Source: an optimization exercise on an open RTL-to-GDS flow (aim: a short achievable clock period and few clock cycles). Production flows keep margins and buffers that such runs may drop.
RTL that was checked went through simulation tests only; none was proved equivalent to the original.

==> inputs of run a <==
// rv_core
module rv_core (
    input  wire logic        clk,
    input  wire logic        rst,
    input  wire logic [31:0] imem_rdata,
    output logic [31:0]      imem_addr,
    output logic             retire_valid,
    output logic [31:0]      retire_pc,
    output logic [31:0]      retire_insn,
    output logic [4:0]       retire_rd,
    output logic             retire_rd_we,
    output logic [31:0]      retire_wdata
);
==> flow/config.mk <==
export PLATFORM = sky130hd
export DESIGN_NAME = rv_core
export DESIGN_NICKNAME = rv_core
export VERILOG_FILES = /design/flow/design.v
export SDC_FILE = /design/flow/constraint.sdc
export NUM_CORES = 4
export LEC_CHECK = 0
export CAP_MARGIN = 20
export CORE_MARGIN = 2
export CORE_UTILIZATION = 40
export PLACE_DENSITY = 0.6
export SETUP_SLACK_MARGIN = 4.0
export SLEW_MARGIN = 20
==> flow/constraint.sdc <==
create_clock -name core_clock -period 6.5 [get_ports {clk}]
set_input_delay 1.3000 -clock core_clock [delete_from_list [all_inputs] [get_ports {clk}]]
set_output_delay 1.3000 -clock core_clock [all_outputs]
set_load 0.01 [all_outputs]
standard.sh (not shown) runs the stock make flow with config.mk's settings and CLKGATE_MAP_FILE= SYNTH_SCRIPT=/design/flow/synth_recipe.tcl, a recipe that flattens the netlist after the stock synthesis.
==> flow/flow/run.sh <==
#!/bin/bash
# Standard layout, with synthesis leaving adders to ABC instead of the
# platform's full/half adder cells.
set -euo pipefail
bash standard.sh ADDER_MAP_FILE= finish > make_finish.log 2>&1
==> run b (differences from run a) <==
--- a/flow/design.v
+++ b/flow/design.v
@@ -109,130 +109,41 @@
     assign f3_alu = (f3 == F3_ADD_SUB) || (f3 == F3_SLT) || (f3 == F3_XOR)
                  || (f3 == F3_OR) || (f3 == F3_AND);
     assign f7_ok  = (f7 == 7'd0) || (f7 == F7_SUB && f3 == F3_ADD_SUB);
     assign writes = f3_alu && (is_opi || (is_op && f7_ok));
     assign pred = is_br && (f3[0] ^ (rs1 == rs2));
     assign imm_i  = {{20{w[31]}}, w[31:20]};
     assign imm_b  = {{20{w[31]}}, w[7], w[30:25], w[11:8], 1'b0};
     assign pc4    = pc + 32'd4;
-    logic [12:0] tg, tt, tc, tgn, ttn;
-    logic [12:0] tgt_lo;
-    logic        tgt_co;
-    logic [18:0] pc_hi, pc_hi_inc, pc_hi_dec;
-    logic [18:0] all1, all0;
-    always_comb begin
-        tg = pc[12:0] & imm_b[12:0];
-        tt = pc[12:0] | imm_b[12:0];
-        for (int d = 1; d < 13; d = d * 2) begin
-            for (int i = 0; i < 13; i++) begin
-                if (i >= d) begin
-                    tgn[i] = tg[i] | (tt[i] & tg[i-d]);
-                    ttn[i] = tt[i] & tt[i-d];
-                end else begin
-                    tgn[i] = tg[i];
-                    ttn[i] = tt[i];
-                end
-            end
-            tg = tgn;
-            tt = ttn;
-        end
-        tc     = {tg[11:0], 1'b0};
-        tgt_lo = pc[12:0] ^ imm_b[12:0] ^ tc;
-        tgt_co = tg[12];
-    end
-    assign pc_hi = pc[31:13];
-    always_comb begin
-        all1[0] = 1'b1;
-        all0[0] = 1'b1;
-        for (int i = 1; i < 19; i++) begin
-            all1[i] = all1[i-1] & pc_hi[i-1];
-            all0[i] = all0[i-1] & !pc_hi[i-1];
-        end
-    end
-    assign pc_hi_inc = pc_hi ^ all1;
-    assign pc_hi_dec = pc_hi ^ all0;
-    always_comb begin
-        target[12:0] = tgt_lo;
-        case ({w[31], tgt_co})
-            2'b01:   target[31:13] = pc_hi_inc;
-            2'b10:   target[31:13] = pc_hi_dec;
-            default: target[31:13] = pc_hi;
-        endcase
-    end
+    assign target = pc + imm_b;
     function automatic logic [31:0] rf_read(input logic [4:0] idx);
         if (idx == 5'd0) begin
             rf_read = '0;
         end else if (r_valid && r_we && r_rd == idx) begin
             rf_read = r_wdata;
         end else begin
             rf_read = rf[idx];
         end
     endfunction
     assign a_rd = rf_read(rs1);
     assign b_rd = rf_read(rs2);
-    logic [31:0] ra, rb;      
-    logic [31:0] x_ab, a_ab, o_ab;     
-    logic [31:0] a_anb, o_anb;         
-    logic [31:0] sum, diff, result;
-    logic        a31, b31, slt, eq, taken, mispredict;
-    always_comb begin
-        case ({x_fa, x_fb})
-            2'b00: begin
-                x_ab  = x_a ^ x_b;      a_ab  = x_a & x_b;      o_ab  = x_a | x_b;
-                a_anb = x_a & ~x_b;     o_anb = x_a | ~x_b;
-                a31   = x_a[31];        b31   = x_b[31];
-            end
-            2'b10: begin
-                x_ab  = r_wdata ^ x_b;  a_ab  = r_wdata & x_b;  o_ab  = r_wdata | x_b;
-                a_anb = r_wdata & ~x_b; o_anb = r_wdata | ~x_b;
-                a31   = r_wdata[31];    b31   = x_b[31];
-            end
-            2'b01: begin
-                x_ab  = x_a ^ r_wdata;  a_ab  = x_a & r_wdata;  o_ab  = x_a | r_wdata;
-                a_anb = x_a & ~r_wdata; o_anb = x_a | ~r_wdata;
-                a31   = x_a[31];        b31   = r_wdata[31];
-            end
-            default: begin
-                x_ab  = '0;             a_ab  = r_wdata;        o_ab  = r_wdata;
-                a_anb = '0;             o_anb = '1;
-                a31   = r_wdata[31];    b31   = r_wdata[31];
-            end
-        endcase
-    end
-    function automatic logic [31:0] ks_carry(input logic [31:0] g_in, input logic [31:0] t_in,
-                                             input logic cin);
-        logic [31:0] g, t, gn, tn;
-        g = g_in;
-        t = t_in;
-        g[0] = g[0] | (t[0] & cin);
-        for (int d = 1; d < 32; d = d * 2) begin
-            for (int i = 0; i < 32; i++) begin
-                if (i >= d) begin
-                    gn[i] = g[i] | (t[i] & g[i-d]);
-                    tn[i] = t[i] & t[i-d];
-                end else begin
-                    gn[i] = g[i];
-                    tn[i] = t[i];
-                end
-            end
-            g = gn;
-            t = tn;
-        end
-        ks_carry = {g[30:0], cin};   
-    endfunction
-    assign sum  = x_ab ^ ks_carry(a_ab, o_ab, 1'b0);
-    assign diff = ~x_ab ^ ks_carry(a_anb, o_anb, 1'b1);
-    assign slt  = (a31 ^ b31) ? a31 : diff[31];
-    assign eq   = (x_ab == '0);
+    logic [31:0] op_a, op_b, sum, diff, result;
+    logic        slt, eq, taken, mispredict;
+    assign op_a = x_fa ? r_wdata : x_a;
+    assign op_b = x_fb ? r_wdata : x_b;
+    assign sum  = op_a + op_b;
+    assign diff = op_a - op_b;
+    assign slt  = (op_a[31] ^ op_b[31]) ? op_a[31] : diff[31];
+    assign eq   = (op_a == op_b);
     assign result = ({32{x_add}} & sum)
                   | ({32{x_sub}} & diff)
-                  | ({32{x_and}} & a_ab)
-                  | ({32{x_or}}  & o_ab)
-                  | ({32{x_xor}} & x_ab)
+                  | ({32{x_and}} & (op_a & op_b))
+                  | ({32{x_or}}  & (op_a | op_b))
+                  | ({32{x_xor}} & (op_a ^ op_b))
                   | {31'd0, x_slt & slt};
     assign taken      = (x_beq && eq) || (x_bne && !eq);
     assign mispredict = x_valid && (taken != x_pred);
     always_ff @(posedge clk) begin
         if (rst) begin
             pc      <= RESET_PC;
             x_valid <= 1'b0;
         end else if (mispredict) begin
==> flow/run.sh (new file) <==
#!/bin/bash
# synth_recipe.tcl (not shown) runs the flow's synth.tcl, then flattens the netlist and writes it again
# the make line also repeats each setting of config.mk as NAME=value (left out here)
make -C /OpenROAD-flow-scripts/flow DESIGN_CONFIG=/design/flow/config.mk WORK_HOME=/design/flow/orfs CLKGATE_MAP_FILE= SYNTH_SCRIPT=/design/flow/synth_recipe.tcl finish
- SETUP_SLACK_MARGIN: 4.0 -> unset
removed: flow/flow/run.sh
removed: flow/standard.sh
==> run c (differences from run a) <==
--- a/flow/design.v
+++ b/flow/design.v
@@ -109,130 +109,41 @@
     assign f3_alu = (f3 == F3_ADD_SUB) || (f3 == F3_SLT) || (f3 == F3_XOR)
                  || (f3 == F3_OR) || (f3 == F3_AND);
     assign f7_ok  = (f7 == 7'd0) || (f7 == F7_SUB && f3 == F3_ADD_SUB);
     assign writes = f3_alu && (is_opi || (is_op && f7_ok));
     assign pred = is_br && (f3[0] ^ (rs1 == rs2));
     assign imm_i  = {{20{w[31]}}, w[31:20]};
     assign imm_b  = {{20{w[31]}}, w[7], w[30:25], w[11:8], 1'b0};
     assign pc4    = pc + 32'd4;
-    logic [12:0] tg, tt, tc, tgn, ttn;
-    logic [12:0] tgt_lo;
-    logic        tgt_co;
-    logic [18:0] pc_hi, pc_hi_inc, pc_hi_dec;
-    logic [18:0] all1, all0;
-    always_comb begin
-        tg = pc[12:0] & imm_b[12:0];
-        tt = pc[12:0] | imm_b[12:0];
-        for (int d = 1; d < 13; d = d * 2) begin
-            for (int i = 0; i < 13; i++) begin
-                if (i >= d) begin
-                    tgn[i] = tg[i] | (tt[i] & tg[i-d]);
-                    ttn[i] = tt[i] & tt[i-d];
-                end else begin
-                    tgn[i] = tg[i];
-                    ttn[i] = tt[i];
-                end
-            end
-            tg = tgn;
-            tt = ttn;
-        end
-        tc     = {tg[11:0], 1'b0};
-        tgt_lo = pc[12:0] ^ imm_b[12:0] ^ tc;
-        tgt_co = tg[12];
-    end
-    assign pc_hi = pc[31:13];
-    always_comb begin
-        all1[0] = 1'b1;
-        all0[0] = 1'b1;
-        for (int i = 1; i < 19; i++) begin
-            all1[i] = all1[i-1] & pc_hi[i-1];
-            all0[i] = all0[i-1] & !pc_hi[i-1];
-        end
-    end
-    assign pc_hi_inc = pc_hi ^ all1;
-    assign pc_hi_dec = pc_hi ^ all0;
-    always_comb begin
-        target[12:0] = tgt_lo;
-        case ({w[31], tgt_co})
-            2'b01:   target[31:13] = pc_hi_inc;
-            2'b10:   target[31:13] = pc_hi_dec;
-            default: target[31:13] = pc_hi;
-        endcase
-    end
+    assign target = pc + imm_b;
     function automatic logic [31:0] rf_read(input logic [4:0] idx);
         if (idx == 5'd0) begin
             rf_read = '0;
         end else if (r_valid && r_we && r_rd == idx) begin
             rf_read = r_wdata;
         end else begin
             rf_read = rf[idx];
         end
     endfunction
     assign a_rd = rf_read(rs1);
     assign b_rd = rf_read(rs2);
-    logic [31:0] ra, rb;      
-    logic [31:0] x_ab, a_ab, o_ab;     
-    logic [31:0] a_anb, o_anb;         
-    logic [31:0] sum, diff, result;
-    logic        a31, b31, slt, eq, taken, mispredict;
-    always_comb begin
-        case ({x_fa, x_fb})
-            2'b00: begin
-                x_ab  = x_a ^ x_b;      a_ab  = x_a & x_b;      o_ab  = x_a | x_b;
-                a_anb = x_a & ~x_b;     o_anb = x_a | ~x_b;
-                a31   = x_a[31];        b31   = x_b[31];
-            end
-            2'b10: begin
-                x_ab  = r_wdata ^ x_b;  a_ab  = r_wdata & x_b;  o_ab  = r_wdata | x_b;
-                a_anb = r_wdata & ~x_b; o_anb = r_wdata | ~x_b;
-                a31   = r_wdata[31];    b31   = x_b[31];
-            end
-            2'b01: begin
-                x_ab  = x_a ^ r_wdata;  a_ab  = x_a & r_wdata;  o_ab  = x_a | r_wdata;
-                a_anb = x_a & ~r_wdata; o_anb = x_a | ~r_wdata;
-                a31   = x_a[31];        b31   = r_wdata[31];
-            end
-            default: begin
-                x_ab  = '0;             a_ab  = r_wdata;        o_ab  = r_wdata;
-                a_anb = '0;             o_anb = '1;
-                a31   = r_wdata[31];    b31   = r_wdata[31];
-            end
-        endcase
-    end
-    function automatic logic [31:0] ks_carry(input logic [31:0] g_in, input logic [31:0] t_in,
-                                             input logic cin);
-        logic [31:0] g, t, gn, tn;
-        g = g_in;
-        t = t_in;
-        g[0] = g[0] | (t[0] & cin);
-        for (int d = 1; d < 32; d = d * 2) begin
-            for (int i = 0; i < 32; i++) begin
-                if (i >= d) begin
-                    gn[i] = g[i] | (t[i] & g[i-d]);
-                    tn[i] = t[i] & t[i-d];
-                end else begin
-                    gn[i] = g[i];
-                    tn[i] = t[i];
-                end
-            end
-            g = gn;
-            t = tn;
-        end
-        ks_carry = {g[30:0], cin};   
-    endfunction
-    assign sum  = x_ab ^ ks_carry(a_ab, o_ab, 1'b0);
-    assign diff = ~x_ab ^ ks_carry(a_anb, o_anb, 1'b1);
-    assign slt  = (a31 ^ b31) ? a31 : diff[31];
-    assign eq   = (x_ab == '0);
+    logic [31:0] op_a, op_b, sum, diff, result;
+    logic        slt, eq, taken, mispredict;
+    assign op_a = x_fa ? r_wdata : x_a;
+    assign op_b = x_fb ? r_wdata : x_b;
+    assign sum  = op_a + op_b;
+    assign diff = op_a - op_b;
+    assign slt  = (op_a[31] ^ op_b[31]) ? op_a[31] : diff[31];
+    assign eq   = (op_a == op_b);
     assign result = ({32{x_add}} & sum)
                   | ({32{x_sub}} & diff)
-                  | ({32{x_and}} & a_ab)
-                  | ({32{x_or}}  & o_ab)
-                  | ({32{x_xor}} & x_ab)
+                  | ({32{x_and}} & (op_a & op_b))
+                  | ({32{x_or}}  & (op_a | op_b))
+                  | ({32{x_xor}} & (op_a ^ op_b))
                   | {31'd0, x_slt & slt};
     assign taken      = (x_beq && eq) || (x_bne && !eq);
     assign mispredict = x_valid && (taken != x_pred);
     always_ff @(posedge clk) begin
         if (rst) begin
             pc      <= RESET_PC;
             x_valid <= 1'b0;
         end else if (mispredict) begin
==> flow/run.sh (new file) <==
#!/bin/bash
# synth_recipe.tcl (not shown) runs the flow's synth.tcl, then flattens the netlist and writes it again
# the make line also repeats each setting of config.mk as NAME=value (left out here)
make -C /OpenROAD-flow-scripts/flow DESIGN_CONFIG=/design/flow/config.mk WORK_HOME=/design/flow/orfs CLKGATE_MAP_FILE= SYNTH_SCRIPT=/design/flow/synth_recipe.tcl finish
- ABC_CLOCK_PERIOD_IN_PS: unset -> 3000
- SETUP_SLACK_MARGIN: 4.0 -> 3.0
removed: flow/flow/run.sh
removed: flow/standard.sh
==> comparison <==
- Against run a, the global-route usage of run b is lower by 5.8 points.
- Via count: run b < run c < run a.
- Final cell count: run a > run c > run b.
- Sequential share of layout area: run a < run c < run b.
- The highest non-clock buffer count belongs to run a, the lowest to run b.
- In run c the synthesized cell count is lower than in run a, by 5.2%.
Testbench counts of run b, summed over its fixed seeds: cycles 24,837.
Testbench counts of run c, summed over its fixed seeds: cycles 24,837.
For run a, only the layout was checked, not whether the RTL still works.

static timing again, ports no longer ideal:
How much do the figures lean on ideal ports? The routed layouts below were timed once more, with nothing changed but the port constraints. Step 1 sets driving cells, clkbuf_16 on the clock port and buf_2 on the other inputs (assumed; they add their load-dependent delay and slew). Step 2, shift: input delay + t, output delay - t, t = (earliest + latest rising clock arrival at the registers) / 2. This alone moves slack from input paths to output paths. Slacks: ideal ports / drivers / drivers and shift; pairs: ideal ports / drivers.
run | t (ns) | setup WS [ns] | worst setup path after step 2 | slew at the worst register clock pin (ns)
run a | 0.879 | 3.159 / 3.184 / 2.305 | input to register | 0.07 / 0.07
run b | 0.865 | 1.199 / 1.199 / 1.199 | register to register | 0.07 / 0.07
run c | 0.864 | 2.802 / 2.802 / 2.087 | input to register | 0.07 / 0.07
After both steps setup and hold are still met in every run listed. The setup slack of run a, which loses most, moves by +0.025 ns with the drivers and by -0.854 ns with both steps.
